What follows belongs to an exercise in optimizing a design on an open flow for small area, a short achievable clock period and few clock cycles; a production flow would make more cautious choices.
The RTL was checked by simulation tests, not by an equivalence proof against the original design.

## run A
Design conv_rescaler, start of the top module:
module conv_rescaler #(
    parameter int NB_PIXEL = 19,
    parameter int NB_COUNT = 32,
    parameter int NB_OUT   = 8,
    parameter int NB_FRAC  = 16
) (
    input  logic                clock,
    input  logic                reset,
    input  logic                i_extremesValid,
    input  logic [NB_PIXEL-1:0] i_maxValue,
    input  logic [NB_PIXEL-1:0] i_minValue,
    input  logic [NB_COUNT-1:0] i_imageSize,
    input  logic                i_valid,
    input  logic [NB_PIXEL-1:0] i_convValue,
    output logic                o_ready,
    output logic [NB_OUT-1:0]   o_pixel,
    output logic                o_valid,
    output logic                o_endSignal
);
    localparam int NB_R     = NB_PIXEL;
    localparam int NB_SCALE = NB_OUT + NB_FRAC;           
    localparam int ND       = (NB_R + 2) / 2;             
    localparam int LC       = 10;                         
    localparam logic [NB_SCALE-1:0] DIVIDEND = {{NB_OUT{1'b1}}, {NB_FRAC{1'b0}}};
    logic                 busy_q, init_q, prep_q, div_q, run_q;
    logic                 init_d, prep_d, div_d, run_d;
    logic                 v0_q, l0_q, v1_q, l1_q, v2_q, l2_q, v3_q, e3_q;
    logic [NB_PIXEL:0]    c_q;        
    logic [NB_PIXEL-1:0]  min_q, max_q;
  ...
For scale: ~230 flip-flops, about 100 I/O pins.
Settings: LEC_CHECK=0, ABC_CLOCK_PERIOD_IN_PS=3500, CAP_MARGIN=20, CORE_MARGIN=2, CORE_UTILIZATION=40, SLEW_MARGIN=20; clock period 9.0 ns.
standard.sh (not shown) runs the stock make flow with config.mk's settings and CLKGATE_MAP_FILE= SYNTH_SCRIPT=/design/flow/synth_recipe.tcl, a recipe that flattens the netlist after the stock synthesis.
==> flow/flow/run.sh <==
#!/bin/bash
# Standard layout, with the port buffers made from the smallest plain buffer, a clock tree
# of clkbuf_16 buffers each driving a cluster of up to 25 flip-flops, without dummy loads,
# and timing repair aiming for 5.7 ns of setup slack (a 3.3 ns period) at the design's 9 ns clock.
set -euo pipefail
export BUFFER_PORTS_ARGS="-buffer_cell sky130_fd_sc_hd__buf_1"
export CTS_ARGS="-sink_clustering_enable -repair_clock_nets -dont_use_dummy_load -buf_list {sky130_fd_sc_hd__clkbuf_16} -sink_clustering_size 25 -sink_clustering_max_diameter 80"
export SETUP_SLACK_MARGIN=5.7
bash standard.sh > standard_flow.log 2>&1
Run A finished all stages; the layout is clean.
Testbench counts of run A, summed over its fixed seeds: cycles 20,300.
### run A -> run B
==> flow/flow/run.sh <==
#!/bin/bash
# Standard layout, with the port buffers made from the smallest plain buffer, a clock tree
# of clkbuf_16 buffers each driving a cluster of up to 25 flip-flops, without dummy loads,
# and timing repair aiming for 5.8 ns of setup slack (a 3.2 ns period) at the design's 9 ns clock.
set -euo pipefail
export BUFFER_PORTS_ARGS="-buffer_cell sky130_fd_sc_hd__buf_1"
export CTS_ARGS="-sink_clustering_enable -repair_clock_nets -dont_use_dummy_load -buf_list {sky130_fd_sc_hd__clkbuf_16} -sink_clustering_size 25 -sink_clustering_max_diameter 80"
export SETUP_SLACK_MARGIN=5.8
bash standard.sh > standard_flow.log 2>&1
### Flow results
The flow did not stop early for run B: all stages ran, and the layout cleared the timing, design-rule and antenna checks. The met2 layer wire length in the routed design on run B is in line with that on run A. Changes observed in run B relative to run A: area of the mapped netlist was more or less identical, core utilization went up by 0.26 points, critical path depth went up by 3, layout net count went up by about 0.6%. Relative to run A, run B degrades summed area of non-filler cells in the final layout. Compared to run A, run B has wire length of the first global-routing pass about 0.64% higher. Run B vs. run A: worst setup slack before clock tree synthesis went down by 0.028 ns.
## Diff of input files: run C against run B
==> flow/flow/run.sh <==
#!/bin/bash
# Standard layout, with the port buffers made from the smallest plain buffer, a clock tree
# of clkbuf_8 buffers without dummy loads, and timing repair aiming for 5.8 ns of setup slack
# (a 3.2 ns period) at the design's 9 ns clock.
set -euo pipefail
export BUFFER_PORTS_ARGS="-buffer_cell sky130_fd_sc_hd__buf_1"
export CTS_ARGS="-sink_clustering_enable -repair_clock_nets -dont_use_dummy_load -buf_list {sky130_fd_sc_hd__clkbuf_8}"
export SETUP_SLACK_MARGIN=5.8
bash standard.sh > standard_flow.log 2>&1
## What came out
Run C against run B: setup slack held steady; post-synth net total stayed essentially flat; via count +264; minimum clock period ~0 delta. Global-route usage over all layers: run B and run C compared, lower one is run B. Diff run B -> run C: count of placed standard cells in the final layout, fillers left out climbed about 1.7%; ratio of final minimum period to clock period stayed essentially flat. Number of buffers added for setup after CTS: run B and run C compared, higher one is run C.
Changes in run D relative to run C:
==> flow/flow/run.sh <==
#!/bin/bash
# Standard layout, with the port buffers made from the smallest plain buffer, a clock tree
# of clkbuf_8 buffers without dummy loads, and timing repair aiming for 5.7 ns of setup slack
# (a 3.3 ns period) at the design's 9 ns clock.
set -euo pipefail
export BUFFER_PORTS_ARGS="-buffer_cell sky130_fd_sc_hd__buf_1"
export CTS_ARGS="-sink_clustering_enable -repair_clock_nets -dont_use_dummy_load -buf_list {sky130_fd_sc_hd__clkbuf_8}"
export SETUP_SLACK_MARGIN=5.7
bash standard.sh > standard_flow.log 2>&1
## What came out
No run among run D and run C stopped early or left any final violation; all are clean. Against run C, worst clock skew on the final layout in run D came out better.

---

== lane 1 ==
conv_rescaler, a different RTL version from the one above (not shown whole).
For scale: ~230 flip-flops, ~17000 um2 of cells after synthesis.
export LEC_CHECK = 0
export ABC_CLOCK_PERIOD_IN_PS = 3500
export CAP_MARGIN = 20
export CORE_MARGIN = 2
export CORE_UTILIZATION = 40
export SLEW_MARGIN = 20
create_clock -name core_clock -period 9.0 [get_ports {clock}]
==> flow/flow/run.sh <==
#!/bin/bash
# Standard layout, with the port buffers made from the smallest plain buffer, a clock tree
# of clkbuf_16 buffers each driving a cluster of up to 25 flip-flops, without dummy loads,
# and timing repair aiming for 5.8 ns of setup slack (a 3.2 ns period) at the design's 9 ns clock.
set -euo pipefail
export BUFFER_PORTS_ARGS="-buffer_cell sky130_fd_sc_hd__buf_1"
export CTS_ARGS="-sink_clustering_enable -repair_clock_nets -dont_use_dummy_load -buf_list {sky130_fd_sc_hd__clkbuf_16} -sink_clustering_size 25 -sink_clustering_max_diameter 80"
export SETUP_SLACK_MARGIN=5.8
bash standard.sh > standard_flow.log 2>&1
Testbench counts of lane 1, summed over its fixed seeds: cycles 20,392.
> inputs changed (lane 1 -> lane 2)
==> flow/flow/run.sh <==
#!/bin/bash
# Standard layout, with the port buffers made from the smallest plain buffer, a clock tree
# of clkbuf_8 buffers without dummy loads, and timing repair aiming for 5.6 ns of setup slack
# (a 3.4 ns period) at the design's 9 ns clock.
set -euo pipefail
export BUFFER_PORTS_ARGS="-buffer_cell sky130_fd_sc_hd__buf_1"
export CTS_ARGS="-sink_clustering_enable -repair_clock_nets -dont_use_dummy_load -buf_list {sky130_fd_sc_hd__clkbuf_8}"
export SETUP_SLACK_MARGIN=5.6
bash standard.sh > standard_flow.log 2>&1
[summary]
Clock-buffer cell count on lane 2 is up relative to lane 1. Diff lane 1..lane 2 | number of multi-input combinational cells | negligible.
Relative to lane 2, the following input files were edited for lane 3:
==> flow/flow/run.sh <==
#!/bin/bash
# Standard layout, with the port buffers made from the smallest plain buffer, a clock tree
# of clkbuf_8 buffers without dummy loads, and timing repair aiming for 5.7 ns of setup slack
# (a 3.3 ns period) at the design's 9 ns clock.
set -euo pipefail
export BUFFER_PORTS_ARGS="-buffer_cell sky130_fd_sc_hd__buf_1"
export CTS_ARGS="-sink_clustering_enable -repair_clock_nets -dont_use_dummy_load -buf_list {sky130_fd_sc_hd__clkbuf_8}"
export SETUP_SLACK_MARGIN=5.7
bash standard.sh > standard_flow.log 2>&1
Notes after the runs:
Lane 3: all stages complete, timing, DRC and antenna checks passed. Lane 3 -> lane 2: placed standard-cell area flat. Looking at final cell count, lane 3 sits above lane 2. Final area grows slightly when moving from lane 2 to lane 3. Going from lane 2 to lane 3, buffer count excluding the clock tree in the final layout saw an increase; count of clock-buffer cells in the layout down 1. Comparing lane 2 and lane 3, sequential fraction of total cell area is lower on lane 3. The length of the first detailed-routing pass in iterations of lane 3 is higher than that of lane 2.
--- input diff lane 3..lane 4 ---
==> flow/flow/run.sh <==
#!/bin/bash
# Standard layout, with the port buffers made from the smallest plain buffer, a clock tree
# of clkbuf_8 buffers without dummy loads, and timing repair aiming for 5.8 ns of setup slack
# (a 3.2 ns period) at the design's 9 ns clock.
set -euo pipefail
export BUFFER_PORTS_ARGS="-buffer_cell sky130_fd_sc_hd__buf_1"
export CTS_ARGS="-sink_clustering_enable -repair_clock_nets -dont_use_dummy_load -buf_list {sky130_fd_sc_hd__clkbuf_8}"
export SETUP_SLACK_MARGIN=5.8
bash standard.sh > standard_flow.log 2>&1
Findings:
Per the comparison of lane 4 with lane 3, fmax went up 0.77%, non-clock buffer count went up 15, count of final setup violators held, met1 capacity usage during global routing went up 0.54 points. Between lane 4 and lane 3, the final worst-path cycle share is lower for lane 4. Comparing lane 3 against lane 4, there is no change at all in post-synthesis share of cell area spent on full adders, half adders and majority gates.

==> static timing again, ports no longer ideal <==
In the flow no input, the clock included, has a driving cell. The finished layouts below were timed again as built, in two steps. Step 1, drivers: a clkbuf_16 drives clock and a buf_2 each remaining input, both assumed. Step 2 also shifts input and output timing later by t, the mid clock arrival at the registers, as if the neighbouring blocks saw the same clock. Slacks: ideal ports / drivers / drivers and shift; pairs: ideal ports / drivers.
run	t (ns)	setup slack, ns	worst setup path after step 2	slew at the worst register clock pin (ns)
run A	0.571	5.740 / 5.740 / 5.224	input to register	0.09 / 0.09
run B	0.561	5.754 / 5.754 / 5.293	input to register	0.09 / 0.09
run C	0.619	5.753 / 5.753 / 5.264	input to register	0.06 / 0.06
run D	0.620	5.695 / 5.695 / 5.191	input to register	0.06 / 0.06
lane 1	0.554	5.741 / 5.741 / 5.345	input to register	0.09 / 0.09
lane 2	0.617	5.613 / 5.613 / 5.213	input to register	0.06 / 0.06
lane 3	0.625	5.764 / 5.764 / 5.257	input to register	0.06 / 0.06
lane 4	0.637	5.789 / 5.789 / 5.371	input to register	0.06 / 0.06
After both steps every run listed still meets setup and hold. The setup slack of run A, which loses most, moves by 0.000 ns with the drivers and by -0.516 ns with both steps.
